What follows belongs to an exercise in optimizing a design on an open flow for small area; a production flow would make more cautious choices.
Where RTL was checked, it was by simulation tests only, not by an equivalence proof against the original.
No functional check of the RTL was part of runs 1 and 2.
Power and IR drop assume default switching activity.

## design/flow/design.v

```verilog
`default_nettype none
package weight_pkg;
    localparam int LANES = 3;
    localparam int LOW_BASE = 5;
    localparam int HIGH_BASE = 7;
    localparam int CODE_LIMIT = HIGH_BASE * HIGH_BASE * LOW_BASE;
    localparam int OP_W = 3;
    typedef logic [7:0] packed_weights_t;
    typedef logic [LANES*OP_W-1:0] weight_lane_t;
endpackage
`default_nettype wire
`default_nettype none
package array_pkg;
    localparam int SLICES = 3;
    localparam int LANES = 3;
    localparam int ROWS = LANES * SLICES;
    localparam int COLS = SLICES;
    localparam int ACT_W = 8;
    localparam int ACC_W = 17;
    localparam int RESULT_W = 8;
    localparam int RESULT_SHIFT = 9;
    typedef logic signed [ACT_W-1:0] activation_t;
    typedef logic [ACC_W-1:0] acc_t;
    typedef logic [RESULT_W-1:0] result_t;
endpackage
`default_nettype wire
`default_nettype none
module weight_decoder (
    input  weight_pkg::packed_weights_t code,
    output weight_pkg::weight_lane_t lanes
);
    logic valid;
    logic [7:0] by_low;
    logic [2:0] top_digit;
    logic [2:0] mid_digit;
    logic [2:0] low_digit;
    function automatic logic [2:0] low_digit_op(input logic [2:0] digit);
        case (digit)
            3'd1: low_digit_op = 3'b010;
            3'd2: low_digit_op = 3'b011;
            3'd3: low_digit_op = 3'b110;
            3'd4: low_digit_op = 3'b111;
            default: low_digit_op = 3'b000;
        endcase
    endfunction
    function automatic logic [2:0] high_digit_op(input logic [2:0] digit);
        case (digit)
            3'd1: high_digit_op = 3'b001;
            3'd2: high_digit_op = 3'b010;
            3'd3: high_digit_op = 3'b011;
            3'd4: high_digit_op = 3'b101;
            3'd5: high_digit_op = 3'b110;
            3'd6: high_digit_op = 3'b111;
            default: high_digit_op = 3'b000;
        endcase
    endfunction
    assign valid = code < 8'(weight_pkg::CODE_LIMIT);
    assign by_low = code / 8'(weight_pkg::LOW_BASE);
    assign low_digit = valid ? 3'(code % 8'(weight_pkg::LOW_BASE)) : 3'd0;
    assign mid_digit = valid ? 3'(by_low % 8'(weight_pkg::HIGH_BASE)) : 3'd0;
    assign top_digit = valid ? 3'(by_low / 8'(weight_pkg::HIGH_BASE)) : 3'd0;
    assign lanes[0*weight_pkg::OP_W +: weight_pkg::OP_W] = high_digit_op(top_digit);
    assign lanes[1*weight_pkg::OP_W +: weight_pkg::OP_W] = high_digit_op(mid_digit);
    assign lanes[2*weight_pkg::OP_W +: weight_pkg::OP_W] = low_digit_op(low_digit);
endmodule
`default_nettype wire
`default_nettype none
module operand_buffer (
    input  logic clk,
    input  logic reset,
    input  logic read_out,
    input  weight_pkg::weight_lane_t lanes,
    input  array_pkg::activation_t activation,
    output logic [3*weight_pkg::LANES*weight_pkg::OP_W-1:0] win_ops,
    output array_pkg::activation_t act_d3,
    output logic [1:0] slice,
    output logic [5:0] event_d
);
    logic ev;
    logic last_slice;
    logic complete;
    logic win0;
    logic win1;
    weight_pkg::weight_lane_t ops_d1;
    weight_pkg::weight_lane_t ops_d2;
    array_pkg::activation_t act_d1;
    array_pkg::activation_t act_d2;
    assign ev = reset | read_out;
    assign last_slice = slice == 2'd2;
    assign complete = last_slice & ~ev;
    always_ff @(posedge clk) begin
        if (ev || last_slice) begin
            slice <= 2'd0;
        end else begin
            slice <= slice + 2'd1;
        end
    end
    always_ff @(posedge clk) begin
        win0 <= complete;
        win1 <= win0;
        event_d <= {event_d[4:0], ev};
    end
    always_ff @(posedge clk) begin
        ops_d1 <= lanes;
        ops_d2 <= ops_d1;
        act_d1 <= activation;
        act_d2 <= act_d1;
        act_d3 <= act_d2;
        if (complete) begin
            win_ops <= {lanes, ops_d1, ops_d2};
        end else if (!(win0 || win1)) begin
            win_ops <= '0;
        end
    end
endmodule
`default_nettype wire
`default_nettype none
module mac_array (
    input  logic clk,
    input  logic [3*weight_pkg::LANES*weight_pkg::OP_W-1:0] win_ops,
    input  array_pkg::activation_t act_d3,
    input  logic ev,
    input  logic [5:0] event_d,
    input  logic [array_pkg::ROWS-1:0] stay,
    output logic [3*array_pkg::ROWS*array_pkg::RESULT_W-1:0] slot_hi
);
    localparam int OPW = weight_pkg::OP_W;
    localparam int LO = array_pkg::RESULT_SHIFT;
    localparam int HI = array_pkg::ACC_W - LO;
    localparam int RW = array_pkg::RESULT_W;
    function automatic logic [8:0] addend(input logic [2:0] op, input logic [7:0] a,
                                          input logic has_half);
        logic [8:0] v;
        case (op[1:0])
            2'd1: v = has_half ? {{2{a[7]}}, a[7:1]} : {a[7], a};
            2'd2: v = {a[7], a};
            2'd3: v = {a, 1'b0};
            default: v = 9'd0;
        endcase
        addend = v ^ {9{op[2]}};
    endfunction
    function automatic logic [LO:0] add_lo(input logic [LO-1:0] acc, input logic [LO-1:0] x,
                                           input logic cin);
        logic c;
        logic p;
        c = cin;
        for (int i = 0; i < LO; i++) begin
            p = acc[i] ^ x[i];
            add_lo[i] = p ^ c;
            c = (acc[i] & x[i]) | (p & c);
        end
        add_lo[LO] = c;
    endfunction
    function automatic logic [HI-1:0] add_hi(input logic [HI-1:0] acc, input logic s,
                                             input logic cin);
        logic c;
        logic p;
        c = cin;
        for (int i = 0; i < HI; i++) begin
            p = acc[i] ^ s;
            add_hi[i] = p ^ c;
            c = (acc[i] & s) | (p & c);
        end
    endfunction
    logic clear_lo;
    logic capture;
    assign clear_lo = ev | event_d[0] | event_d[1];
    assign capture = event_d[0] | event_d[1] | event_d[2];
    logic clear_row0;
    assign clear_row0 = event_d[3] | event_d[4] | event_d[5];
    for (genvar r = 0; r < array_pkg::ROWS; r++) begin : g_ring
        localparam int SL = r / 3;
        localparam int LN = r % 3;
        logic [2:0] op;
        logic [8:0] x;
        assign op = win_ops[(SL*3+LN)*OPW +: OPW];
        assign x = addend(op, act_d3, LN != 2);
        if (r == 0) begin : g_lazy
            array_pkg::acc_t slot0_q;
            array_pkg::acc_t slot1_q;
            array_pkg::acc_t slot2_q;
            logic [LO-1:0] lo_in;
            logic [HI-1:0] hi_in;
            logic [LO:0] lo_sum;
            logic [HI-1:0] hi_sum;
            assign lo_in = clear_row0 ? '0 : slot2_q[LO-1:0];
            assign hi_in = clear_row0 ? '0 : slot2_q[array_pkg::ACC_W-1:LO];
            assign lo_sum = add_lo(lo_in, x, op[2]);
            always_comb begin
                case ({x[8], lo_sum[LO]})
                    2'b01: hi_sum = hi_in + 1'b1;
                    2'b10: hi_sum = hi_in - 1'b1;
                    default: hi_sum = hi_in;
                endcase
            end
            always_ff @(posedge clk) begin
                slot0_q <= {hi_sum, lo_sum[LO-1:0]};
                slot1_q <= slot0_q;
                slot2_q <= slot1_q;
            end
            assign slot_hi[0*RW +: RW] = slot0_q[LO +: RW];
            assign slot_hi[1*RW +: RW] = slot1_q[LO +: RW];
            assign slot_hi[2*RW +: RW] = slot2_q[LO +: RW];
        end else begin : g_split
            localparam int E = (r == 1) ? 1 : (r <= 3) ? 2 : (r <= 7) ? 3 : 4;
            logic [LO-1:0] lo0_q;
            logic [LO-1:0] lo1_q;
            logic [LO-1:0] lo2_q;
            logic [HI-1:0] hi0_q;
            logic [HI-1:0] hi1_q;
            logic [HI-1:0] hi2_q;
            logic [E-1:0] ext0_q;
            logic [E-1:0] ext1_q;
            logic [E-1:0] ext2_q;
            logic frozen0_q;
            logic frozen1_q;
            logic frozen2_q;
            logic carry_q;
            logic sign_q;
            logic [LO:0] lo_sum;
            logic [HI-1:0] hi_in;
            logic [HI-1:0] hi_sum;
            logic keep;
            assign lo_sum = add_lo(lo2_q, x, op[2]);
            assign hi_in = frozen0_q ? {{(HI-E){ext0_q[E-1]}}, ext0_q} : hi0_q;
            assign hi_sum = add_hi(hi_in, sign_q, carry_q);
            assign keep = frozen0_q & stay[r];
            always_ff @(posedge clk) begin
                lo0_q <= clear_lo ? '0 : lo_sum[LO-1:0];
                carry_q <= lo_sum[LO];
                sign_q <= x[8];
                hi0_q <= hi2_q;
                ext0_q <= ext2_q;
                frozen0_q <= frozen2_q;
                lo1_q <= lo0_q;
                if (keep && !capture) begin
                    hi1_q <= hi0_q;
                end else begin
                    hi1_q <= hi_sum;
                end
                ext1_q <= capture ? '0 : hi_sum[E-1:0];
                frozen1_q <= capture | keep;
                lo2_q <= lo1_q;
                hi2_q <= hi1_q;
                ext2_q <= ext1_q;
                frozen2_q <= frozen1_q;
            end
            assign slot_hi[(3*r+0)*RW +: RW] = hi0_q;
            assign slot_hi[(3*r+1)*RW +: RW] = hi1_q;
            assign slot_hi[(3*r+2)*RW +: RW] = hi2_q;
        end
    end
endmodule
`default_nettype wire
`default_nettype none
module result_queue (
    input  logic clk,
    input  logic reset,
    input  logic read_out,
    input  logic [1:0] slice,
    input  logic [5:0] event_d,
    input  logic [3*array_pkg::ROWS*array_pkg::RESULT_W-1:0] slot_hi,
    output logic [array_pkg::ROWS-1:0] stay,
    output array_pkg::result_t result
);
    localparam int RW = array_pkg::RESULT_W;
    logic active_q;
    logic zero_q;
    logic [3:0] row_q;
    logic [1:0] col_q;
    logic [1:0] phase_q;
    logic [1:0] step_col;
    logic step_before;
    always_ff @(posedge clk) begin
        if (reset) begin
            active_q <= 1'b0;
        end else if (read_out) begin
            active_q <= 1'b1;
            row_q <= '0;
            col_q <= '0;
            phase_q <= slice;
            zero_q <= event_d[0] | event_d[1] | event_d[2];
        end else if (active_q) begin
            if (col_q == 2'd2) begin
                col_q <= 2'd0;
                row_q <= row_q + 4'd1;
                if (row_q == 4'd8) begin
                    active_q <= 1'b0;
                end
            end else begin
                col_q <= col_q + 2'd1;
            end
        end
    end
    always_comb begin
        case (phase_q + col_q)
            2'd0: step_col = 2'd0;
            2'd1: step_col = 2'd1;
            2'd2: step_col = 2'd2;
            default: step_col = 2'd0;
        endcase
    end
    assign step_before = col_q < step_col;
    for (genvar r = 0; r < array_pkg::ROWS; r++) begin : g_stay
        assign stay[r] = active_q & ((row_q < 4'(r)) | ((row_q == 4'(r)) & step_before));
    end
    always_comb begin
        result = '0;
        for (int r = 0; r < array_pkg::ROWS; r++) begin
            for (int s = 0; s < 3; s++) begin
                if (active_q && !zero_q && row_q == 4'(r) && phase_q == 2'(s)) begin
                    result = result | slot_hi[(3*r+s)*RW +: RW];
                end
            end
        end
    end
endmodule
`default_nettype wire
`default_nettype none
module matmul_top (
    input  logic clk,
    input  logic reset,
    input  weight_pkg::packed_weights_t weights_in,
    input  array_pkg::activation_t activation_in,
    input  logic read_out,
    output array_pkg::result_t result
);
    weight_pkg::weight_lane_t lanes;
    logic [3*weight_pkg::LANES*weight_pkg::OP_W-1:0] win_ops;
    array_pkg::activation_t act_d3;
    logic [1:0] slice;
    logic [5:0] event_d;
    logic ev;
    logic [array_pkg::ROWS-1:0] stay;
    logic [3*array_pkg::ROWS*array_pkg::RESULT_W-1:0] slot_hi;
    assign ev = reset | read_out;
    weight_decoder u_decoder (
        .code  (weights_in),
        .lanes (lanes)
    );
    operand_buffer u_buffer (
        .clk        (clk),
        .reset      (reset),
        .read_out   (read_out),
        .lanes      (lanes),
        .activation (activation_in),
        .win_ops    (win_ops),
        .act_d3     (act_d3),
        .slice      (slice),
        .event_d    (event_d)
    );
    mac_array u_array (
        .clk     (clk),
        .win_ops (win_ops),
        .act_d3  (act_d3),
        .ev      (ev),
        .event_d (event_d),
        .stay    (stay),
        .slot_hi (slot_hi)
    );
    result_queue u_queue (
        .clk      (clk),
        .reset    (reset),
        .read_out (read_out),
        .slice    (slice),
        .event_d  (event_d),
        .slot_hi  (slot_hi),
        .stay     (stay),
        .result   (result)
    );
endmodule
`default_nettype wire
```

## design/flow/run.sh

```bash
#!/bin/bash
# synth_recipe.tcl (not shown) runs the flow's synth.tcl, then flattens the netlist and writes it again
# the make line also repeats each setting of config.mk as NAME=value (left out here)
make -C /OpenROAD-flow-scripts/flow DESIGN_CONFIG=/design/flow/config.mk WORK_HOME=/design/flow/orfs CLKGATE_MAP_FILE= SYNTH_SCRIPT=/design/flow/synth_recipe.tcl finish
```

## design/flow/config.mk

```make
export PLATFORM = sky130hd
export DESIGN_NAME = matmul_top
export DESIGN_NICKNAME = matmul_top
export VERILOG_FILES = /design/flow/design.v
export SDC_FILE = /design/flow/constraint.sdc
export NUM_CORES = 4
export LEC_CHECK = 0
export ABC_AREA = 1
export CAP_MARGIN = 20
export CORE_MARGIN = 2
export CORE_UTILIZATION = 40
export CTS_BUF_LIST = sky130_fd_sc_hd__clkbuf_16
export CTS_CLUSTER_DIAMETER = 100
export CTS_CLUSTER_SIZE = 30
export SLEW_MARGIN = 20
```

## design/flow/constraint.sdc

```tcl
create_clock -name core_clock -period 6.5 [get_ports {clk}]
set_input_delay 1.3000 -clock core_clock [delete_from_list [all_inputs] [get_ports {clk}]]
set_output_delay 1.3000 -clock core_clock [all_outputs]
set_load 0.01 [all_outputs]
```

==> report_table.html, run 1 <==
<table>
<tr><th>Metric</th><th>Value</th></tr>
<tr><th colspan="2">Logic synthesis</th></tr>
<tr><td>Post-synthesis cell count</td><td>2371</td></tr>
<tr><td>Count of flip-flops with a built-in enable after synthesis</td><td>36</td></tr>
<tr><td>Post-synth top area cell</td><td>sky130_fd_sc_hd__dfxtp_1</td></tr>
<tr><td>Yosys top cell area share</td><td>0.5141</td></tr>
<tr><td>Syn Nets</td><td>2548</td></tr>
<tr><td>Sequential element share of the synthesized area</td><td>0.5592</td></tr>
<tr><td>FFs w/ async S/R, synth</td><td>0</td></tr>
<tr><td>Distinct cell type count of the synthesized netlist</td><td>50</td></tr>
<tr><td>Cells taking the most area after synthesis</td><td>sky130_fd_sc_hd__dfxtp_1 (51%), sky130_fd_sc_hd__fa_1 (11%), sky130_fd_sc_hd__inv_1 (5.4%)</td></tr>
<tr><td>Most common flop cell mapped by yosys</td><td>sky130_fd_sc_hd__dfxtp_1</td></tr>
<tr><td>Avg Cell Area, Syn</td><td>10.10 sq um</td></tr>
<tr><td>Synth Cell Area</td><td>23950 sq um</td></tr>
<tr><td>Synth Register Bits</td><td>651</td></tr>
<tr><td>Count of yosys warnings during synthesis</td><td>4</td></tr>
<tr><th colspan="2">Setup path</th></tr>
<tr><td>Delay of the slowest cell on the worst path</td><td>430 ps</td></tr>
<tr><td>Terminus of the critical flop-to-flop path</td><td>u_array.g_ring[0].g_lazy.slot0_q[16]$_DFF_P_</td></tr>
<tr><td>Reg2Reg Depth</td><td>31</td></tr>
<tr><td>Kind of capture point of the worst setup path</td><td>register</td></tr>
<tr><td>Minimum setup slack among reg-to-reg paths</td><td>360 ps</td></tr>
<tr><td>Slowest library cell on the worst path</td><td>sky130_fd_sc_hd__edfxtp_1</td></tr>
<tr><td>Worst Setup Start Kind</td><td>register</td></tr>
<tr><td>Reg-to-reg critical path startpoint</td><td>u_buffer.win_ops[0]$_SDFFCE_PN0P_</td></tr>
<tr><td>Required @ worst endpoint</td><td>6980 ps</td></tr>
<tr><td>Arrival time of the worst setup path</td><td>6620 ps</td></tr>
<tr><td>Critical Setup Path Class</td><td>register to register</td></tr>
<tr><td>Worst-path maximum fanout</td><td>4</td></tr>
<tr><th colspan="2">Clocking</th></tr>
<tr><td>Clock latency on the worst-skew pair</td><td>600 ps</td></tr>
<tr><td>Count of H-tree levels built during CTS</td><td>1</td></tr>
<tr><td>TritonCTS clock tree</td><td>done</td></tr>
<tr><td>Total clock buffers created by CTS</td><td>26</td></tr>
<tr><td>Number of buffers on the longest clock path</td><td>3</td></tr>
<tr><td>CTS clock-pin slew for the worst setup and hold paths</td><td>110 ps</td></tr>
<tr><td>Number of gates given a new drive strength after cts</td><td>0</td></tr>
<tr><td>Setup bufs post-CTS</td><td>0</td></tr>
<tr><td>Sinks on the clock net</td><td>651</td></tr>
<tr><td>Number of hold buffers added after cts</td><td>0</td></tr>
<tr><td>Root Buffer</td><td>sky130_fd_sc_hd__clkbuf_16</td></tr>
<tr><th colspan="2">Cells and area</th></tr>
<tr><td>Number of fill cells</td><td>5518</td></tr>
<tr><td>Fraction of final layout cells sized beyond drive strength 1</td><td>0.05033</td></tr>
<tr><td>Syn-to-layout area delta</td><td>8.427%</td></tr>
<tr><td>FF+latch area</td><td>13390 sq um</td></tr>
<tr><td>Commonest non-fill, non-tap cell in the layout</td><td>sky130_fd_sc_hd__dfxtp_1</td></tr>
<tr><td>Final non-filler cell area</td><td>25970 sq um</td></tr>
<tr><td>Net count reported at finish</td><td>2573</td></tr>
<tr><td>Count of antenna diodes in the layout</td><td>0</td></tr>
<tr><td>Area of combinational cells with multiple inputs</td><td>9049 sq um</td></tr>
<tr><td>Most frequent cells in the layout</td><td>sky130_fd_sc_hd__dfxtp_1 (615), sky130_fd_sc_hd__inv_1 (349), sky130_fd_sc_hd__nand2_1 (289)</td></tr>
<tr><th colspan="2">Global routing</th></tr>
<tr><td>Overall Global Routing Usage</td><td>0.1605</td></tr>
<tr><td>Largest net degree at the start of global routing</td><td>68</td></tr>
<tr><td>Vias in the first global route</td><td>15490</td></tr>
<tr><td>Wire length of the first global-routing pass</td><td>81.51 mm</td></tr>
<tr><td>Total overflow reported by the global router</td><td>0</td></tr>
<tr><td>Number of antenna violations at the first check in global routing</td><td>0</td></tr>
<tr><th colspan="2">Pwr</th></tr>
<tr><td>Power per cell area</td><td>272.2 nW/um^2</td></tr>
<tr><td>Leakage power</td><td>9.834 nW</td></tr>
<tr><td>Final Total Pwr</td><td>7.070 mW</td></tr>
<tr><td>Worst vdd ir</td><td>0.1975 mV</td></tr>
<tr><th colspan="2">Min path</th></tr>
<tr><td>Hold Path Origin</td><td>u_array.g_ring[3].g_split.lo0_q[4]$_SDFF_PP0_</td></tr>
<tr><td>Worst hold path cell count</td><td>0</td></tr>
<tr><td>Worst hold-check path type</td><td>register to register</td></tr>
<tr><td>Capture endpoint of the worst hold path</td><td>u_array.g_ring[3].g_split.lo1_q[4]$_DFF_P_</td></tr>
<tr><th colspan="2">Detailed routing</th></tr>
<tr><td>Remaining antenna violation count after routing</td><td>0</td></tr>
<tr><td>Number of vias per cell after detailed routing</td><td>4.818</td></tr>
<tr><td>Routed wire length</td><td>49.24 mm</td></tr>
<tr><td>DRC marker count from the first detailed-route iteration</td><td>1010</td></tr>
<tr><td>1st-pass router iterations</td><td>20</td></tr>
<tr><td>Number of vias after detailed routing</td><td>15310</td></tr>
<tr><td>DRC Markers</td><td>0</td></tr>
<tr><td>Routed wire length per instance</td><td>15.50 um</td></tr>
<tr><th colspan="2">Timing</th></tr>
<tr><td>Worst setup skew after layout</td><td>33.27 ps</td></tr>
<tr><td>Worst relative slew slack</td><td>0.4118</td></tr>
<tr><td>Final setup vio count</td><td>0</td></tr>
<tr><td>Final number of hold-violating endpoints</td><td>0</td></tr>
<tr><td>Final number of max-transition violations</td><td>0</td></tr>
<tr><td>Peak Freq</td><td>162.8 MHz</td></tr>
<tr><td>Ratio of final minimum period to clock period</td><td>0.9450</td></tr>
<tr><td>Actual slew at the worst max-slew pin</td><td>880.0 ps</td></tr>
<tr><td>Least setup slack across all paths after layout</td><td>357.3 ps</td></tr>
<tr><td>Minimum clock period</td><td>6143 ps</td></tr>
<tr><th colspan="2">Floorplanning</th></tr>
<tr><td>Chip width</td><td>248.7 um</td></tr>
<tr><td>Number of placement rows</td><td>89</td></tr>
<tr><td>Total Die Area</td><td>61850 sq um</td></tr>
<tr><td>Placeable Area</td><td>59130 sq um</td></tr>
<tr><td>Num ports</td><td>27</td></tr>
<tr><td>Vertical die dimension</td><td>248.7 um</td></tr>
<tr><td>Starting density of the core</td><td>0.4050</td></tr>
<tr><th colspan="2">Place</th></tr>
<tr><td>Count of buffers from port buffering</td><td>26</td></tr>
<tr><td>Placement Setup Slack</td><td>-136.8 ps</td></tr>
<tr><td>DP Wirelength</td><td>36.31 mm</td></tr>
<tr><td>Cell Area, Placed</td><td>25180 sq um</td></tr>
<tr><td>Final RePlAce weighted congestion</td><td>0.8429</td></tr>
<tr><th colspan="2">Run</th></tr>
<tr><td>Number of max-cap violations</td><td>0</td></tr>
<tr><th colspan="2">Run status</th></tr>
<tr><td>Outcome</td><td>finished clean</td></tr>
</table>
[critical path, delay by kind of cell (launching register included)]
family | cells | cell delay, ps
buffers and inverters | 5 | 460
adders and majority gates | 10 | 3520
and+or+nand+nor | 8 | 500
AOI/OAI and AO/OA | 7 | 1010
xor gates and xnor gates | 1 | 130
DFF | 1 | 430
[sequential cells by signal, indices dropped and copies added (netlist names), 17 cells and up]
signal,cells
u_array.g_ring.g_split.lo1_q,72
u_array.g_ring.g_lazy.slot2_q,17
u_array.g_ring.g_split.hi2_q,64
u_array.g_ring.g_split.hi1_q,64
u_array.g_ring.g_split.hi0_q,64
u_array.g_ring.g_split.ext0_q,21
u_array.g_ring.g_split.ext1_q,21
u_buffer.win_ops,27
u_array.g_ring.g_split.lo0_q,72
u_array.g_ring.g_split.lo2_q,72
u_array.g_ring.g_lazy.slot1_q,17
u_array.g_ring.g_lazy.slot0_q,17
u_array.g_ring.g_split.ext2_q,21
[final cells by class]
cell class / instances / share of cell area
clock inverters: 10 / 0.004095
well taps: 773 / 0.03724
repair buffers: 52 / 0.01754
multi-input cells: 1306 / 0.3484
inverters: 359 / 0.05189
clock buffers: 26 / 0.02505
flip-flops and latches: 651 / 0.5157
[report_power, final]
group          switching [mW]  internal [mW]  leakage [nW]
Clock                    1.19          0.787         0.387
Combinational           0.515          0.270          4.05
Sequential              0.111           4.20          5.40
[kinds of logic (layout without fill, tap and decap cells)]
logic type,count (synthesis),after routing,share of synthesized area
compound gates,395,395,0.09921
xor+xnor,104,104,0.03803
fa+ha+maj,158,158,0.1230
buf+inv,414,447,0.06494
flops,651,651,0.5592
mux,3,3,0.001254
simple gates,646,646,0.1144
[through the flow]
step	cells	hold WS, ps	utilization	setup TNS, ps
5_1_grt	3177	325.3	0.4392	-30.30
4_1_cts	3177	315.2	0.4386	0
3_5_place_dp	3141	312.1	0.4258	-410.4
2_1_floorplan	2371	309.6	-	0
6_report	3177	318.2	0.4392	0
3_3_place_gp	3141	309.7	0.4258	0
[Yosys cell counts, types with 36 or more instances]
cell	number
sky130_fd_sc_hd__a21oi_1	78
sky130_fd_sc_hd__clkbuf_1	52
sky130_fd_sc_hd__dfxtp_1	615
sky130_fd_sc_hd__edfxtp_1	36
sky130_fd_sc_hd__fa_1	129
sky130_fd_sc_hd__inv_1	345
sky130_fd_sc_hd__nand2_1	292
sky130_fd_sc_hd__nand3_1	54
sky130_fd_sc_hd__nor2_1	224
sky130_fd_sc_hd__o21ai_0	174
sky130_fd_sc_hd__o22ai_1	42
sky130_fd_sc_hd__xor2_1	82
[how the worst max path moves through the flow]
| stage | startpoint | end | slack [ps] | cells past startpoint |
|---|---|---|---|---|
| 2_1_floorplan | u_buffer.act_d3[1]$_DFF_P_ | u_array.g_ring[0].g_lazy.slot0_q[16]$_DFF_P_ | 280 | 29 |
| 3_3_place_gp | weights_in[7] | u_buffer.win_ops[22]$_SDFFCE_PN0P_ | 190 | 35 |
| 3_5_place_dp | weights_in[7] | u_buffer.win_ops[22]$_SDFFCE_PN0P_ | -140 | 35 |
| 4_1_cts | u_buffer.act_d3[0]$_DFF_P_ | u_array.g_ring[0].g_lazy.slot0_q[16]$_DFF_P_ | 200 | 29 |
| 5_1_grt | u_buffer.win_ops[0]$_SDFFCE_PN0P_ | u_array.g_ring[0].g_lazy.slot0_q[16]$_DFF_P_ | -30 | 30 |
| 6_report | u_buffer.win_ops[0]$_SDFFCE_PN0P_ | u_array.g_ring[0].g_lazy.slot0_q[16]$_DFF_P_ | 360 | 31 |
[per-layer routing]
| metal | up-vias | wire length (um) | track usage | part of all wire |
|---|---|---|---|---|
| li1 | 7586 | - | - | - |
| met1 | 7314 | 23810 | 0.2257 | 0.48 |
| met2 | 333 | 22220 | 0.2605 | 0.45 |
| met3 | 73 | 1725 | 0.01829 | 0.035 |
| met4 | 0 | 1488 | 0.04900 | 0.030 |
| met5 | - | 0 | 0 | 0 |
==> inputs of run 2 (changes only) <==
--- a/design/flow/design.v
+++ b/design/flow/design.v
@@ -166,4 +166,7 @@
     logic capture;
+    logic stale;
     assign clear_lo = ev | event_d[0] | event_d[1];
     assign capture = event_d[0] | event_d[1] | event_d[2];
+    assign stale = (event_d[0] & event_d[1]) | (event_d[0] & event_d[2]) |
+                   (event_d[1] & event_d[2]);
     logic clear_row0;
@@ -235,3 +238,5 @@
                 lo1_q <= lo0_q;
-                if (keep && !capture) begin
+                if (capture) begin
+                    hi1_q <= stale ? '0 : hi_sum;
+                end else if (keep) begin
                     hi1_q <= hi0_q;
@@ -267,3 +272,3 @@
     logic active_q;
-    logic zero_q;
+    logic row0_zero_q;
     logic [3:0] row_q;
@@ -281,3 +286,3 @@
             phase_q <= slice;
-            zero_q <= event_d[0] | event_d[1] | event_d[2];
+            row0_zero_q <= event_d[0] | event_d[1] | event_d[2];
         end else if (active_q) begin
@@ -306,9 +311,40 @@
     end
+    logic [1:0] lag;
+    logic [2:0] col_ahead;
+    logic [3:0] row_ahead;
+    array_pkg::result_t pick_q [3];
+    array_pkg::result_t row0_pick;
+    always_comb begin
+        case (phase_q)
+            2'd0: lag = 2'd2;
+            2'd1: lag = 2'd0;
+            default: lag = 2'd1;
+        endcase
+        col_ahead = 3'(col_q) + 3'(lag);
+        row_ahead = (col_ahead >= 3'd3) ? row_q + 4'd1 : row_q;
+        pick_q[0] = '0;
+        for (int r = 1; r < array_pkg::ROWS; r++) begin
+            if (row_ahead == 4'(r)) begin
+                pick_q[0] = slot_hi[(3*r+1)*RW +: RW];
+            end
+        end
+        case (phase_q)
+            2'd0: row0_pick = slot_hi[0*RW +: RW];
+            2'd1: row0_pick = slot_hi[1*RW +: RW];
+            default: row0_pick = slot_hi[2*RW +: RW];
+        endcase
+    end
+    always_ff @(posedge clk) begin
+        pick_q[1] <= pick_q[0];
+        pick_q[2] <= pick_q[1];
+    end
     always_comb begin
         result = '0;
-        for (int r = 0; r < array_pkg::ROWS; r++) begin
-            for (int s = 0; s < 3; s++) begin
-                if (active_q && !zero_q && row_q == 4'(r) && phase_q == 2'(s)) begin
-                    result = result | slot_hi[(3*r+s)*RW +: RW];
+        if (active_q) begin
+            if (row_q == 4'd0) begin
+                if (!row0_zero_q) begin
+                    result = row0_pick;
                 end
+            end else begin
+                result = pick_q[lag];
             end
==> run 2 against run 1 <==
Net effect:
- still clean on timing, DRC and antenna
- register-to-register slack worse by 90 ps
- sequential cell count up 16
- clock-buffer cell count is 1 higher
- critical endpoint unchanged
==> report_table.html, run 2 <==
<table>
<tr><th>Metric</th><th>Value</th></tr>
<tr><th colspan="2">Run status</th></tr>
<tr><td>Outcome</td><td>finished clean</td></tr>
<tr><th colspan="2">Clocking</th></tr>
<tr><td>Total clock buffers created by CTS</td><td>26</td></tr>
<tr><td>Count of H-tree levels built during CTS</td><td>1</td></tr>
<tr><td>Number of buffers on the longest clock path</td><td>3</td></tr>
<tr><td>TritonCTS clock tree</td><td>done</td></tr>
<tr><td>Clock latency on the worst-skew pair</td><td>600 ps</td></tr>
<tr><td>Root Buffer</td><td>sky130_fd_sc_hd__clkbuf_16</td></tr>
<tr><td>CTS clock-pin slew for the worst setup and hold paths</td><td>110 ps</td></tr>
<tr><td>Setup bufs post-CTS</td><td>0</td></tr>
<tr><td>Sinks on the clock net</td><td>667</td></tr>
<tr><td>Number of hold buffers added after cts</td><td>0</td></tr>
<tr><th colspan="2">Timing</th></tr>
<tr><td>Worst relative slew slack</td><td>0.3210</td></tr>
<tr><td>Final number of max-transition violations</td><td>0</td></tr>
<tr><td>Peak Freq</td><td>160.4 MHz</td></tr>
<tr><td>Final setup vio count</td><td>0</td></tr>
<tr><td>Worst setup skew after layout</td><td>19.97 ps</td></tr>
<tr><td>Fin Hold WS</td><td>312.6 ps</td></tr>
<tr><td>Final number of hold-violating endpoints</td><td>0</td></tr>
<tr><td>Unrepaired setup endpoints after global routing</td><td>yes</td></tr>
<tr><td>Total negative slack for setup checks</td><td>0 ps</td></tr>
<tr><td>Minimum clock period</td><td>6236 ps</td></tr>
<tr><td>Actual slew at the worst max-slew pin</td><td>1015 ps</td></tr>
<tr><td>Ratio of final minimum period to clock period</td><td>0.9594</td></tr>
<tr><th colspan="2">Logic synthesis</th></tr>
<tr><td>Post-synthesis mux area share</td><td>0.002084</td></tr>
<tr><td>Main combinational cell family by area after synthesis</td><td>adder cells</td></tr>
<tr><td>Most common flop cell mapped by yosys</td><td>sky130_fd_sc_hd__dfxtp_1</td></tr>
<tr><td>Distinct cell type count of the synthesized netlist</td><td>51</td></tr>
<tr><td>Avg Cell Area, Syn</td><td>10.25 sq um</td></tr>
<tr><td>FFs w/ async S/R, synth</td><td>0</td></tr>
<tr><td>Most frequent cell after synthesis</td><td>sky130_fd_sc_hd__dfxtp_1</td></tr>
<tr><td>Adder and majority gate portion of the synthesized area</td><td>0.1244</td></tr>
<tr><td>Most frequent cells after synthesis</td><td>sky130_fd_sc_hd__dfxtp_1 (631), sky130_fd_sc_hd__inv_1 (331), sky130_fd_sc_hd__nand2_1 (299)</td></tr>
<tr><td>Post-synth top area cell</td><td>sky130_fd_sc_hd__dfxtp_1</td></tr>
<tr><td>Yosys top cell area share</td><td>0.5260</td></tr>
<tr><td>Cells taking the most area after synthesis</td><td>sky130_fd_sc_hd__dfxtp_1 (53%), sky130_fd_sc_hd__fa_1 (11%), sky130_fd_sc_hd__inv_1 (5.2%)</td></tr>
<tr><td>Synth Register Bits</td><td>667</td></tr>
<tr><td>Synth Cell Area</td><td>24020 sq um</td></tr>
<tr><td>Simple-gate share of the synthesized area</td><td>0.1096</td></tr>
<tr><td>Complex-gate fraction of the synthesized area</td><td>0.09221</td></tr>
<tr><td>Sequential element share of the synthesized area</td><td>0.5710</td></tr>
<tr><td>Area share of xor/xnor cells in the synthesized design</td><td>0.03720</td></tr>
<tr><td>Count of flip-flops with a built-in enable after synthesis</td><td>36</td></tr>
<tr><td>Count of yosys warnings during synthesis</td><td>5</td></tr>
<tr><td>Post-synthesis cell count</td><td>2343</td></tr>
<tr><td>Syn Nets</td><td>2522</td></tr>
<tr><th colspan="2">Place</th></tr>
<tr><td>Count of buffers from port buffering</td><td>26</td></tr>
<tr><td>Cell Area, Placed</td><td>25220 sq um</td></tr>
<tr><td>Cells after DPL</td><td>3105</td></tr>
<tr><td>DP Wirelength</td><td>33.76 mm</td></tr>
<tr><td>Final RePlAce weighted congestion</td><td>0.9025</td></tr>
<tr><th colspan="2">Cells and area</th></tr>
<tr><td>Fraction of final layout cells sized beyond drive strength 1</td><td>0.05065</td></tr>
<tr><td>Net count reported at finish</td><td>2539</td></tr>
<tr><td>Final non-filler cell area</td><td>25990 sq um</td></tr>
<tr><td>Regs by FF count</td><td>u_array.g_ring.g_split.lo0_q: 72 flops, u_array.g_ring.g_split.lo1_q: 72 flops, u_array.g_ring.g_split.lo2_q: 72 flops</td></tr>
<tr><td>Most frequent cells in the layout</td><td>sky130_fd_sc_hd__dfxtp_1 (631), sky130_fd_sc_hd__inv_1 (339), sky130_fd_sc_hd__nand2_1 (298)</td></tr>
<tr><td>Syn-to-layout area delta</td><td>8.205%</td></tr>
<tr><td>Count of antenna diodes in the layout</td><td>0</td></tr>
<tr><td>Post-layout instance count excluding filler cells</td><td>3142</td></tr>
<tr><td>Number of fill cells</td><td>5650</td></tr>
<tr><td>Commonest non-fill, non-tap cell in the layout</td><td>sky130_fd_sc_hd__dfxtp_1</td></tr>
<tr><th colspan="2">Floorplanning</th></tr>
<tr><td>Number of placement rows</td><td>89</td></tr>
<tr><td>Starting density of the core</td><td>0.4054</td></tr>
<tr><td>Chip width</td><td>249.0 um</td></tr>
<tr><td>Placeable Area</td><td>59240 sq um</td></tr>
<tr><td>Num ports</td><td>27</td></tr>
<tr><td>Vertical die dimension</td><td>249.0 um</td></tr>
<tr><td>Total Die Area</td><td>62020 sq um</td></tr>
<tr><th colspan="2">Global routing</th></tr>
<tr><td>Wire length of the first global-routing pass</td><td>77.90 mm</td></tr>
<tr><td>Vias in the first global route</td><td>15310</td></tr>
<tr><td>Largest net degree at the start of global routing</td><td>60</td></tr>
<tr><td>Overall Global Routing Usage</td><td>0.1517</td></tr>
<tr><td>Number of antenna violations at the first check in global routing</td><td>0</td></tr>
<tr><td>Total overflow reported by the global router</td><td>0</td></tr>
<tr><th colspan="2">Pwr</th></tr>
<tr><td>Leakage power</td><td>9.841 nW</td></tr>
<tr><td>Worst vdd ir</td><td>0.1940 mV</td></tr>
<tr><td>Power per cell area</td><td>270.0 nW/um^2</td></tr>
<tr><td>Final Total Pwr</td><td>7.018 mW</td></tr>
<tr><th colspan="2">Setup path</th></tr>
<tr><td>Required @ worst endpoint</td><td>7000 ps</td></tr>
<tr><td>Worst-path maximum fanout</td><td>8</td></tr>
<tr><td>Start point of the critical path</td><td>u_buffer.win_ops[1]$_SDFFCE_PN0P_</td></tr>
<tr><td>Delay of the slowest cell on the worst path</td><td>440 ps</td></tr>
<tr><td>Critical Setup Path Class</td><td>register to register</td></tr>
<tr><td>Kind of capture point of the worst setup path</td><td>register</td></tr>
<tr><td>Worst Setup Start Kind</td><td>register</td></tr>
<tr><td>Slowest library cell on the worst path</td><td>sky130_fd_sc_hd__edfxtp_1</td></tr>
<tr><td>Reg-to-reg critical path startpoint</td><td>u_buffer.win_ops[1]$_SDFFCE_PN0P_</td></tr>
<tr><td>Arrival time of the worst setup path</td><td>6730 ps</td></tr>
<tr><td>Cell repeated most along the worst path</td><td>sky130_fd_sc_hd__fa_1</td></tr>
<tr><th colspan="2">Detailed routing</th></tr>
<tr><td>Routed wire length</td><td>46.68 mm</td></tr>
<tr><td>Number of vias after detailed routing</td><td>14890</td></tr>
<tr><td>1st-pass router iterations</td><td>5</td></tr>
<tr><td>DRC Markers</td><td>0</td></tr>
<tr><td>DRC marker count from the first detailed-route iteration</td><td>867</td></tr>
<tr><td>Remaining antenna violation count after routing</td><td>0</td></tr>
<tr><td>Number of vias per cell after detailed routing</td><td>4.740</td></tr>
<tr><td>Routed wire length per instance</td><td>14.86 um</td></tr>
<tr><th colspan="2">Min path</th></tr>
<tr><td>Hold Path Origin</td><td>u_array.g_ring[5].g_split.lo1_q[0]$_DFF_P_</td></tr>
<tr><td>Worst hold-check path type</td><td>register to register</td></tr>
<tr><th colspan="2">Run</th></tr>
<tr><td>Number of max-cap violations</td><td>0</td></tr>
</table>
## run 2: changes by cell type in the layout (fill, tap and decap cells not counted), moves of 9 or more
cell and delta:
sky130_fd_sc_hd__a21oi_1 +37, sky130_fd_sc_hd__o21ai_0 -54, sky130_fd_sc_hd__nand2_1 +9, sky130_fd_sc_hd__dfxtp_1 +16, sky130_fd_sc_hd__nor2_1 -36, sky130_fd_sc_hd__a221oi_1 -23, sky130_fd_sc_hd__xnor2_1 -9, sky130_fd_sc_hd__inv_1 -10
sky130_fd_sc_hd__o22ai_1 +35
## run 2: worst paths after layout
kind	to	slack, ps	depth (start not counted)
worst min-delay path	u_array.g_ring[5].g_split.lo2_q[0]$_DFF_P_	310	0
worst max register to register	u_array.g_ring[0].g_lazy.slot0_q[16]$_DFF_P_	260	25
worst min register to register	u_array.g_ring[5].g_split.lo2_q[0]$_DFF_P_	310	0
worst max-delay path	u_array.g_ring[0].g_lazy.slot0_q[16]$_DFF_P_	260	25
## run 2: kinds of logic (layout without fill, tap and decap cells)
kind of cell               after synthesis  count (layout)
and+or+nand+nor                        620             620
AOI/OAI and AO/OA                      382             382
buffers and inverters                  406             432
adders and majority gates              161             161
xor gates and xnor gates               102             102
muxes                                    5               5
DFF                                    667             667
## run 2: power by group
part           internal, mW  leakage [nW]  switching [mW]  total, mW
Clock                 0.763         0.387            1.19       1.95
Sequential             4.24          5.52          0.0690       4.31
Combinational         0.250          3.94           0.502      0.752
Total                  5.26          9.84            1.76       7.02
## run 2: metrics by stage
step | setup WS [ps] | util
after floorplan | 182.3 | -
after global routing | -195.1 | 0.4387
after detailed placement | 145.9 | 0.4257
after CTS | 113.3 | 0.4382
final | 264.1 | 0.4387
after global placement | 256.8 | 0.4257
## run 2: repair_timing
action,4_1_cts,5_1_grt
pin swaps,0,0
gates resized for setup,2,7
setup endpoints to repair,3,10
## run 2: final cells by class
| type | instances | area (sq um) | area share |
|---|---|---|---|
| clock inverters | 10 | 55.05 | 0.002118 |
| multi-input cells | 1270 | 8830 | 0.3398 |
| repair buffers | 53 | 462.9 | 0.01781 |
| inverters | 342 | 1284 | 0.04940 |
| flip-flops and latches | 667 | 13710 | 0.5277 |
| well taps | 773 | 967.2 | 0.03722 |
| clock buffers | 27 | 675.6 | 0.02600 |
## run 2: routing by layer
| layer | GRT usage | wire length, um | vias to the layer above |
|---|---|---|---|
| li1 | - | - | 7435 |
| met4 | 0.04596 | 1343 | 0 |
| met3 | 0.01808 | 1587 | 72 |
| met1 | 0.2079 | 22180 | 7141 |
| met2 | 0.2523 | 21570 | 245 |
| met5 | 0 | 0 | - |
## run 2: worst max-delay path, delay by kind of cell (launching register included)
kind / cells / cell delay [ps]
DFF: 1 / 440
AOI/OAI and AO/OA: 7 / 970
buffers and inverters: 3 / 340
xor gates and xnor gates: 2 / 250
adders and majority gates: 10 / 3730
and+or+nand+nor: 3 / 410
==> inputs of run 3 (changes only) <==
--- a/design/flow/design.v
+++ b/design/flow/design.v
@@ -71,6 +71,9 @@
     input  logic read_out,
-    input  weight_pkg::weight_lane_t lanes,
+    input  weight_pkg::packed_weights_t weights_in,
     input  array_pkg::activation_t activation,
+    output weight_pkg::packed_weights_t code_q,
+    input  weight_pkg::weight_lane_t lanes,
     output logic [3*weight_pkg::LANES*weight_pkg::OP_W-1:0] win_ops,
     output array_pkg::activation_t act_d3,
+    output array_pkg::activation_t act_d4,
     output logic [1:0] slice,
@@ -78,2 +81,3 @@
 );
+    localparam int LANE_BITS = weight_pkg::LANES * weight_pkg::OP_W;
     logic ev;
@@ -83,4 +87,4 @@
     logic win1;
+    logic win2;
     weight_pkg::weight_lane_t ops_d1;
-    weight_pkg::weight_lane_t ops_d2;
     array_pkg::activation_t act_d1;
@@ -100,2 +104,3 @@
         win1 <= win0;
+        win2 <= win1;
         event_d <= {event_d[4:0], ev};
@@ -103,4 +108,4 @@
     always_ff @(posedge clk) begin
+        code_q <= weights_in;
         ops_d1 <= lanes;
-        ops_d2 <= ops_d1;
         act_d1 <= activation;
@@ -108,6 +113,12 @@
         act_d3 <= act_d2;
+        act_d4 <= act_d3;
         if (complete) begin
-            win_ops <= {lanes, ops_d1, ops_d2};
+            win_ops[0 +: 2*LANE_BITS] <= {lanes, ops_d1};
         end else if (!(win0 || win1)) begin
-            win_ops <= '0;
+            win_ops[0 +: 2*LANE_BITS] <= '0;
+        end
+        if (win0) begin
+            win_ops[2*LANE_BITS +: LANE_BITS] <= lanes;
+        end else if (!(win1 || win2)) begin
+            win_ops[2*LANE_BITS +: LANE_BITS] <= '0;
         end
@@ -121,2 +132,3 @@
     input  array_pkg::activation_t act_d3,
+    input  array_pkg::activation_t act_d4,
     input  logic ev,
@@ -144,8 +156,8 @@
         logic c;
-        logic p;
+        logic [1:0] t;
         c = cin;
         for (int i = 0; i < LO; i++) begin
-            p = acc[i] ^ x[i];
-            add_lo[i] = p ^ c;
-            c = (acc[i] & x[i]) | (p & c);
+            t = {1'b0, acc[i]} + {1'b0, x[i]} + {1'b0, c};
+            add_lo[i] = t[0];
+            c = t[1];
         end
@@ -156,17 +168,21 @@
         logic c;
-        logic p;
+        logic [1:0] t;
         c = cin;
         for (int i = 0; i < HI; i++) begin
-            p = acc[i] ^ s;
-            add_hi[i] = p ^ c;
-            c = (acc[i] & s) | (p & c);
+            t = {1'b0, acc[i]} + {1'b0, s} + {1'b0, c};
+            add_hi[i] = t[0];
+            c = t[1];
         end
     endfunction
-    logic clear_lo;
-    logic capture;
-    logic stale;
-    assign clear_lo = ev | event_d[0] | event_d[1];
-    assign capture = event_d[0] | event_d[1] | event_d[2];
-    assign stale = (event_d[0] & event_d[1]) | (event_d[0] & event_d[2]) |
-                   (event_d[1] & event_d[2]);
+    logic [1:0] clear_lo;
+    logic [1:0] capture;
+    logic [1:0] stale;
+    logic [6:0] evs;
+    assign evs = {event_d, ev};
+    for (genvar d = 0; d < 2; d++) begin : g_delay
+        assign clear_lo[d] = evs[d] | evs[d+1] | evs[d+2];
+        assign capture[d] = evs[d+1] | evs[d+2] | evs[d+3];
+        assign stale[d] = (evs[d+1] & evs[d+2]) | (evs[d+1] & evs[d+3]) |
+                          (evs[d+2] & evs[d+3]);
+    end
     logic clear_row0;
@@ -176,2 +192,3 @@
         localparam int LN = r % 3;
+        localparam int D = (SL == 2) ? 1 : 0;
         logic [2:0] op;
@@ -179,3 +196,3 @@
         assign op = win_ops[(SL*3+LN)*OPW +: OPW];
-        assign x = addend(op, act_d3, LN != 2);
+        assign x = addend(op, (D == 1) ? act_d4 : act_d3, LN != 2);
         if (r == 0) begin : g_lazy
@@ -231,3 +248,3 @@
             always_ff @(posedge clk) begin
-                lo0_q <= clear_lo ? '0 : lo_sum[LO-1:0];
+                lo0_q <= clear_lo[D] ? '0 : lo_sum[LO-1:0];
                 carry_q <= lo_sum[LO];
@@ -238,4 +255,4 @@
                 lo1_q <= lo0_q;
-                if (capture) begin
-                    hi1_q <= stale ? '0 : hi_sum;
+                if (capture[D]) begin
+                    hi1_q <= stale[D] ? '0 : hi_sum;
                 end else if (keep) begin
@@ -245,4 +262,4 @@
                 end
-                ext1_q <= capture ? '0 : hi_sum[E-1:0];
-                frozen1_q <= capture | keep;
+                ext1_q <= capture[D] ? '0 : hi_sum[E-1:0];
+                frozen1_q <= capture[D] | keep;
                 lo2_q <= lo1_q;
@@ -276,4 +293,4 @@
     logic [1:0] phase_q;
-    logic [1:0] step_col;
-    logic step_before;
+    logic [1:0] step_col [2];
+    logic [1:0] step_before;
     always_ff @(posedge clk) begin
@@ -299,42 +316,15 @@
     end
-    always_comb begin
-        case (phase_q + col_q)
-            2'd0: step_col = 2'd0;
-            2'd1: step_col = 2'd1;
-            2'd2: step_col = 2'd2;
-            default: step_col = 2'd0;
-        endcase
-    end
-    assign step_before = col_q < step_col;
-    for (genvar r = 0; r < array_pkg::ROWS; r++) begin : g_stay
-        assign stay[r] = active_q & ((row_q < 4'(r)) | ((row_q == 4'(r)) & step_before));
-    end
-    logic [1:0] lag;
-    logic [2:0] col_ahead;
-    logic [3:0] row_ahead;
-    array_pkg::result_t pick_q [3];
-    array_pkg::result_t row0_pick;
-    always_comb begin
-        case (phase_q)
-            2'd0: lag = 2'd2;
-            2'd1: lag = 2'd0;
-            default: lag = 2'd1;
-        endcase
-        col_ahead = 3'(col_q) + 3'(lag);
-        row_ahead = (col_ahead >= 3'd3) ? row_q + 4'd1 : row_q;
-        pick_q[0] = '0;
-        for (int r = 1; r < array_pkg::ROWS; r++) begin
-            if (row_ahead == 4'(r)) begin
-                pick_q[0] = slot_hi[(3*r+1)*RW +: RW];
-            end
+    for (genvar d = 0; d < 2; d++) begin : g_step
+        always_comb begin
+            case (3'(phase_q) + 3'(col_q) + 3'(2 * d))
+                3'd1, 3'd4: step_col[d] = 2'd1;
+                3'd2, 3'd5: step_col[d] = 2'd2;
+                default: step_col[d] = 2'd0;
+            endcase
         end
-        case (phase_q)
-            2'd0: row0_pick = slot_hi[0*RW +: RW];
-            2'd1: row0_pick = slot_hi[1*RW +: RW];
-            default: row0_pick = slot_hi[2*RW +: RW];
-        endcase
+        assign step_before[d] = col_q < step_col[d];
     end
-    always_ff @(posedge clk) begin
-        pick_q[1] <= pick_q[0];
-        pick_q[2] <= pick_q[1];
+    for (genvar r = 0; r < array_pkg::ROWS; r++) begin : g_stay
+        localparam int D = (r >= 6) ? 1 : 0;
+        assign stay[r] = active_q & ((row_q < 4'(r)) | ((row_q == 4'(r)) & step_before[D]));
     end
@@ -342,9 +332,9 @@
         result = '0;
-        if (active_q) begin
-            if (row_q == 4'd0) begin
-                if (!row0_zero_q) begin
-                    result = row0_pick;
+        for (int r = 0; r < array_pkg::ROWS; r++) begin
+            for (int s = 0; s < 3; s++) begin
+                if (active_q && row_q == 4'(r) &&
+                    phase_q == 2'((r >= 6) ? (s + 1) % 3 : s) &&
+                    !(r == 0 && row0_zero_q)) begin
+                    result = result | slot_hi[(3*r+s)*RW +: RW];
                 end
-            end else begin
-                result = pick_q[lag];
             end
@@ -363,2 +353,3 @@
 );
+    weight_pkg::packed_weights_t code_q;
     weight_pkg::weight_lane_t lanes;
@@ -366,2 +357,3 @@
     array_pkg::activation_t act_d3;
+    array_pkg::activation_t act_d4;
     logic [1:0] slice;
@@ -373,3 +365,3 @@
     weight_decoder u_decoder (
-        .code  (weights_in),
+        .code  (code_q),
         .lanes (lanes)
@@ -380,2 +372,4 @@
         .read_out   (read_out),
+        .weights_in (weights_in),
+        .code_q     (code_q),
         .lanes      (lanes),
@@ -384,2 +378,3 @@
         .act_d3     (act_d3),
+        .act_d4     (act_d4),
         .slice      (slice),
@@ -391,2 +386,3 @@
         .act_d3  (act_d3),
+        .act_d4  (act_d4),
         .ev      (ev),
==> run 3 against run 2 <==
Net effect:
- largest power group unchanged
- fmax up 1.8%
- still clean on timing, DRC and antenna
- synthesized cell count up 0.94%
- clock power down 4%
- clock skew about the same
- worst setup slack better by 110 ps
- critical path type unchanged
- sequential share of layout area down 1.0 points
- non-clock buffer count up 1
- total power down 1.7%
- clock-buffer cell count down 2
- routed wire length up 5.0%
- register-to-register slack better by 110 ps
- global-route usage up 0.63 points
==> report_table.html, run 3 <==
<table>
<tr><th>Metric</th><th>Value</th></tr>
<tr><th colspan="2">Logic synthesis</th></tr>
<tr><td>Synth Cell Area</td><td>24180 sq um</td></tr>
<tr><td>Main combinational cell family by area after synthesis</td><td>adder cells</td></tr>
<tr><td>Most common flop cell mapped by yosys</td><td>sky130_fd_sc_hd__dfxtp_1</td></tr>
<tr><td>Simple-gate share of the synthesized area</td><td>0.1030</td></tr>
<tr><td>Count of flip-flops with a built-in enable after synthesis</td><td>36</td></tr>
<tr><td>Sequential element share of the synthesized area</td><td>0.5606</td></tr>
<tr><td>Area share of xor/xnor cells in the synthesized design</td><td>0.03804</td></tr>
<tr><td>Distinct cell type count of the synthesized netlist</td><td>52</td></tr>
<tr><td>Yosys top cell area share</td><td>0.5159</td></tr>
<tr><td>Syn Nets</td><td>2546</td></tr>
<tr><td>Synth Register Bits</td><td>659</td></tr>
<tr><td>Post-synth top area cell</td><td>sky130_fd_sc_hd__dfxtp_1</td></tr>
<tr><td>Count of yosys warnings during synthesis</td><td>5</td></tr>
<tr><td>Post-synthesis mux area share</td><td>0</td></tr>
<tr><td>Adder and majority gate portion of the synthesized area</td><td>0.1242</td></tr>
<tr><td>Avg Cell Area, Syn</td><td>10.22 sq um</td></tr>
<tr><td>Most frequent cells after synthesis</td><td>sky130_fd_sc_hd__dfxtp_1 (623), sky130_fd_sc_hd__inv_1 (391), sky130_fd_sc_hd__nand2_1 (259)</td></tr>
<tr><td>Post-synthesis cell count</td><td>2365</td></tr>
<tr><td>Complex-gate fraction of the synthesized area</td><td>0.1053</td></tr>
<tr><td>Cells taking the most area after synthesis</td><td>sky130_fd_sc_hd__dfxtp_1 (52%), sky130_fd_sc_hd__fa_1 (11%), sky130_fd_sc_hd__inv_1 (6.1%)</td></tr>
<tr><td>Most frequent cell after synthesis</td><td>sky130_fd_sc_hd__dfxtp_1</td></tr>
<tr><td>FFs w/ async S/R, synth</td><td>0</td></tr>
<tr><th colspan="2">Pwr</th></tr>
<tr><td>Switching share of total power</td><td>0.2553</td></tr>
<tr><td>Worst vdd ir</td><td>0.2067 mV</td></tr>
<tr><td>Sw Pwr</td><td>1.761 mW</td></tr>
<tr><td>Leakage power</td><td>9.771 nW</td></tr>
<tr><td>Proportion of power drawn by the clock network</td><td>0.271</td></tr>
<tr><td>Final Total Pwr</td><td>6.900 mW</td></tr>
<tr><td>Internal Dissipation</td><td>5.139 mW</td></tr>
<tr><td>Combinational cell fraction of total power</td><td>0.116</td></tr>
<tr><td>Sequential cell fraction of total power</td><td>0.613</td></tr>
<tr><td>Power per cell area</td><td>263.3 nW/um^2</td></tr>
<tr><th colspan="2">Cells and area</th></tr>
<tr><td>Post-layout util</td><td>0.4366</td></tr>
<tr><td>Syn-to-layout area delta</td><td>8.389%</td></tr>
<tr><td>Most frequent cells in the layout</td><td>sky130_fd_sc_hd__dfxtp_1 (623), sky130_fd_sc_hd__inv_1 (399), sky130_fd_sc_hd__nand2_1 (258)</td></tr>
<tr><td>Regs by FF count</td><td>u_array.g_ring.g_split.lo0_q: 72 flops, u_array.g_ring.g_split.lo1_q: 72 flops, u_array.g_ring.g_split.lo2_q: 72 flops</td></tr>
<tr><td>Post-layout instance count excluding filler cells</td><td>3201</td></tr>
<tr><td>Commonest non-fill, non-tap cell in the layout</td><td>sky130_fd_sc_hd__dfxtp_1</td></tr>
<tr><td>Fraction of final layout cells sized beyond drive strength 1</td><td>0.05128</td></tr>
<tr><td>Net count reported at finish</td><td>2592</td></tr>
<tr><th colspan="2">Place</th></tr>
<tr><td>Placement Setup Slack</td><td>-114.2 ps</td></tr>
<tr><td>DP Wirelength</td><td>36.52 mm</td></tr>
<tr><td>Final RePlAce weighted congestion</td><td>0.8710</td></tr>
<tr><td>Count of buffers from port buffering</td><td>26</td></tr>
<tr><td>Cells after DPL</td><td>3166</td></tr>
<tr><th colspan="2">Floorplanning</th></tr>
<tr><td>Vertical die dimension</td><td>249.9 um</td></tr>
<tr><td>Number of placement rows</td><td>90</td></tr>
<tr><td>Total Die Area</td><td>62430 sq um</td></tr>
<tr><td>Chip width</td><td>249.9 um</td></tr>
<tr><td>Placeable Area</td><td>60020 sq um</td></tr>
<tr><td>Starting density of the core</td><td>0.4028</td></tr>
<tr><td>Num ports</td><td>27</td></tr>
<tr><th colspan="2">Run status</th></tr>
<tr><td>Outcome</td><td>finished clean</td></tr>
<tr><th colspan="2">Global routing</th></tr>
<tr><td>Overall Global Routing Usage</td><td>0.1581</td></tr>
<tr><td>Wire length of the first global-routing pass</td><td>80.74 mm</td></tr>
<tr><td>Vias in the first global route</td><td>15560</td></tr>
<tr><td>Total overflow reported by the global router</td><td>0</td></tr>
<tr><td>Number of antenna violations at the first check in global routing</td><td>1</td></tr>
<tr><td>Largest net degree at the start of global routing</td><td>46</td></tr>
<tr><th colspan="2">Clocking</th></tr>
<tr><td>Total clock buffers created by CTS</td><td>25</td></tr>
<tr><td>Count of H-tree levels built during CTS</td><td>1</td></tr>
<tr><td>Number of buffers on the longest clock path</td><td>3</td></tr>
<tr><td>TritonCTS clock tree</td><td>done</td></tr>
<tr><td>CTS clock-pin slew for the worst setup and hold paths</td><td>110 ps</td></tr>
<tr><td>Root Buffer</td><td>sky130_fd_sc_hd__clkbuf_16</td></tr>
<tr><td>Clock latency on the worst-skew pair</td><td>600 ps</td></tr>
<tr><td>Sinks on the clock net</td><td>659</td></tr>
<tr><th colspan="2">Timing</th></tr>
<tr><td>Ratio of final minimum period to clock period</td><td>0.9425</td></tr>
<tr><td>Final number of max-transition violations</td><td>0</td></tr>
<tr><td>Unrepaired setup endpoints after global routing</td><td>no</td></tr>
<tr><td>Worst setup skew after layout</td><td>19.64 ps</td></tr>
<tr><td>Minimum clock period</td><td>6126 ps</td></tr>
<tr><td>Fin Hold WS</td><td>317.3 ps</td></tr>
<tr><td>Peak Freq</td><td>163.2 MHz</td></tr>
<tr><td>Actual slew at the worst max-slew pin</td><td>932.4 ps</td></tr>
<tr><td>Least setup slack across all paths after layout</td><td>373.9 ps</td></tr>
<tr><td>Worst relative slew slack</td><td>0.3624</td></tr>
<tr><td>Final number of hold-violating endpoints</td><td>0</td></tr>
<tr><td>Final setup vio count</td><td>0</td></tr>
<tr><th colspan="2">Detailed routing</th></tr>
<tr><td>DRC Markers</td><td>0</td></tr>
<tr><td>Number of vias after detailed routing</td><td>15400</td></tr>
<tr><td>Routed wire length</td><td>49.03 mm</td></tr>
<tr><td>Remaining antenna violation count after routing</td><td>0</td></tr>
<tr><td>Routed wire length per instance</td><td>15.32 um</td></tr>
<tr><td>Number of vias per cell after detailed routing</td><td>4.811</td></tr>
<tr><td>DRC marker count from the first detailed-route iteration</td><td>918</td></tr>
<tr><td>1st-pass router iterations</td><td>7</td></tr>
<tr><th colspan="2">Setup path</th></tr>
<tr><td>Largest delay share family, worst path</td><td>adder cells</td></tr>
<tr><td>Worst-path maximum fanout</td><td>2</td></tr>
<tr><td>Delay of the slowest cell on the worst path</td><td>430 ps</td></tr>
<tr><td>Buffer and inverter count on the worst path</td><td>3</td></tr>
<tr><td>Arrival time of the worst setup path</td><td>6610 ps</td></tr>
<tr><td>Critical Setup Path Class</td><td>register to register</td></tr>
<tr><td>Required @ worst endpoint</td><td>6990 ps</td></tr>
<tr><td>Worst Setup Start Kind</td><td>register</td></tr>
<tr><td>Cell repeated most along the worst path</td><td>sky130_fd_sc_hd__fa_2</td></tr>
<tr><td>Kind of capture point of the worst setup path</td><td>register</td></tr>
<tr><td>Minimum setup slack among reg-to-reg paths</td><td>370 ps</td></tr>
<tr><td>Slowest library cell on the worst path</td><td>sky130_fd_sc_hd__fa_1</td></tr>
<tr><th colspan="2">Run</th></tr>
<tr><td>Number of max-cap violations</td><td>0</td></tr>
<tr><th colspan="2">Min path</th></tr>
<tr><td>Worst hold-check path type</td><td>register to register</td></tr>
</table>
## run 3: cell types whose count changed after synthesis, sizes merged, moves of 10 or more
cell,previous run,this run
a221oi,5,34
o22ai,78,104
o2111ai,3,14
nor3,20,6
nand2,320,273
a21oi,118,95
a32oi,12,0
clkbuf,60,35
nor2,192,225
inv,336,401
o21ai,129,102
o221ai,4,14
## run 3: kinds of logic (layout without fill, tap and decap cells)
group | Yosys count | in the layout
simple gates | 591 | 591
buf+inv | 444 | 497
fa+ha+maj | 162 | 162
other cells | 0 | 1
compound gates | 404 | 404
xor+xnor | 105 | 105
flops | 659 | 659
## run 3: area by class of cell
class	count	area [sq um]
antenna	1	2.502
timing repair buffer	54	470.5
inverter	409	1535
multi-input combinational	1262	9006
sequential	659	13550
tap	782	978.4
clock buffer	25	625.6
fill	5707	33810
clock inverter	9	33.78
## run 3: what timing repair did
action	in CTS	in global routing
pin swaps	0	5
hold buffers	0	0
setup endpoints to repair	1	3
buffers inserted	0	0
hold endpoints to repair	0	0
resized for setup	6	11
## run 3: metrics by stage
step	setup TNS, ps	instance area (sq um)
floorplan	0	24190
global placement	-70.21	25500
detailed placement	-114.2	25500
CTS	0	26180
global route	0	26200
finish	0	26210
## run 3: final timing paths
path                                               from                                      endpoint  depth (start not counted)
max reg2reg           u_buffer.win_ops[0]$_SDFFCE_PN0P_  u_array.g_ring[0].g_lazy.slot0_q[16]$_DFF_P_                         27
max                   u_buffer.win_ops[0]$_SDFFCE_PN0P_  u_array.g_ring[0].g_lazy.slot0_q[16]$_DFF_P_                         27
min reg2reg  u_array.g_ring[7].g_split.lo1_q[5]$_DFF_P_    u_array.g_ring[7].g_split.lo2_q[5]$_DFF_P_                          0
min          u_array.g_ring[7].g_split.lo1_q[5]$_DFF_P_    u_array.g_ring[7].g_split.lo2_q[5]$_DFF_P_                          0
## run 3: power groups by stage
stage / Clock (mW) / Sequential, mW / Combinational [mW]
4_1_cts: 1.94 / 4.23 / 0.805
2_1_floorplan: 0 / 4.30 / 0.610
5_1_grt: 2.07 / 4.24 / 0.920
6_report: 1.87 / 4.23 / 0.800
3_3_place_gp: 0 / 4.32 / 0.774
3_5_place_dp: 0 / 4.32 / 0.799
## run 3: per-layer routing
metal | routed length, um | track usage
met1 | 23540 | 0.2178
met5 | 0 | 0
met3 | 1714 | 0.01846
met2 | 22440 | 0.2639
met4 | 1332 | 0.04165

-- re-timing with driven ports --
How much do the figures lean on ideal ports? The routed layouts below were timed once more, with nothing changed but the port constraints. Step 1 sets driving cells, clkbuf_16 on the clock port and buf_2 on the other inputs (assumed; they add their load-dependent delay and slew). Step 2, shift: input delay + t, output delay - t, t = (earliest + latest rising clock arrival at the registers) / 2. This alone moves slack from input paths to output paths. Three values: ideal, step 1, step 2; two values: the first two.
run	t, ns	slack for setup (ns)	latest minus earliest clock arrival (ns)	cell pins on the clock port's net
run 1	0.642	0.357 / 0.357 / -0.114	0.037 / 0.036	1
run 2	0.642	0.264 / 0.264 / 0.191	0.024 / 0.024	1
run 3	0.639	0.374 / 0.374 / 0.374	0.020 / 0.021	1
With both steps, setup timing fails in run 1, where it was met with ideal ports. The setup slack of run 1, which loses most, moves by 0.000 ns with the drivers and by -0.471 ns with both steps.
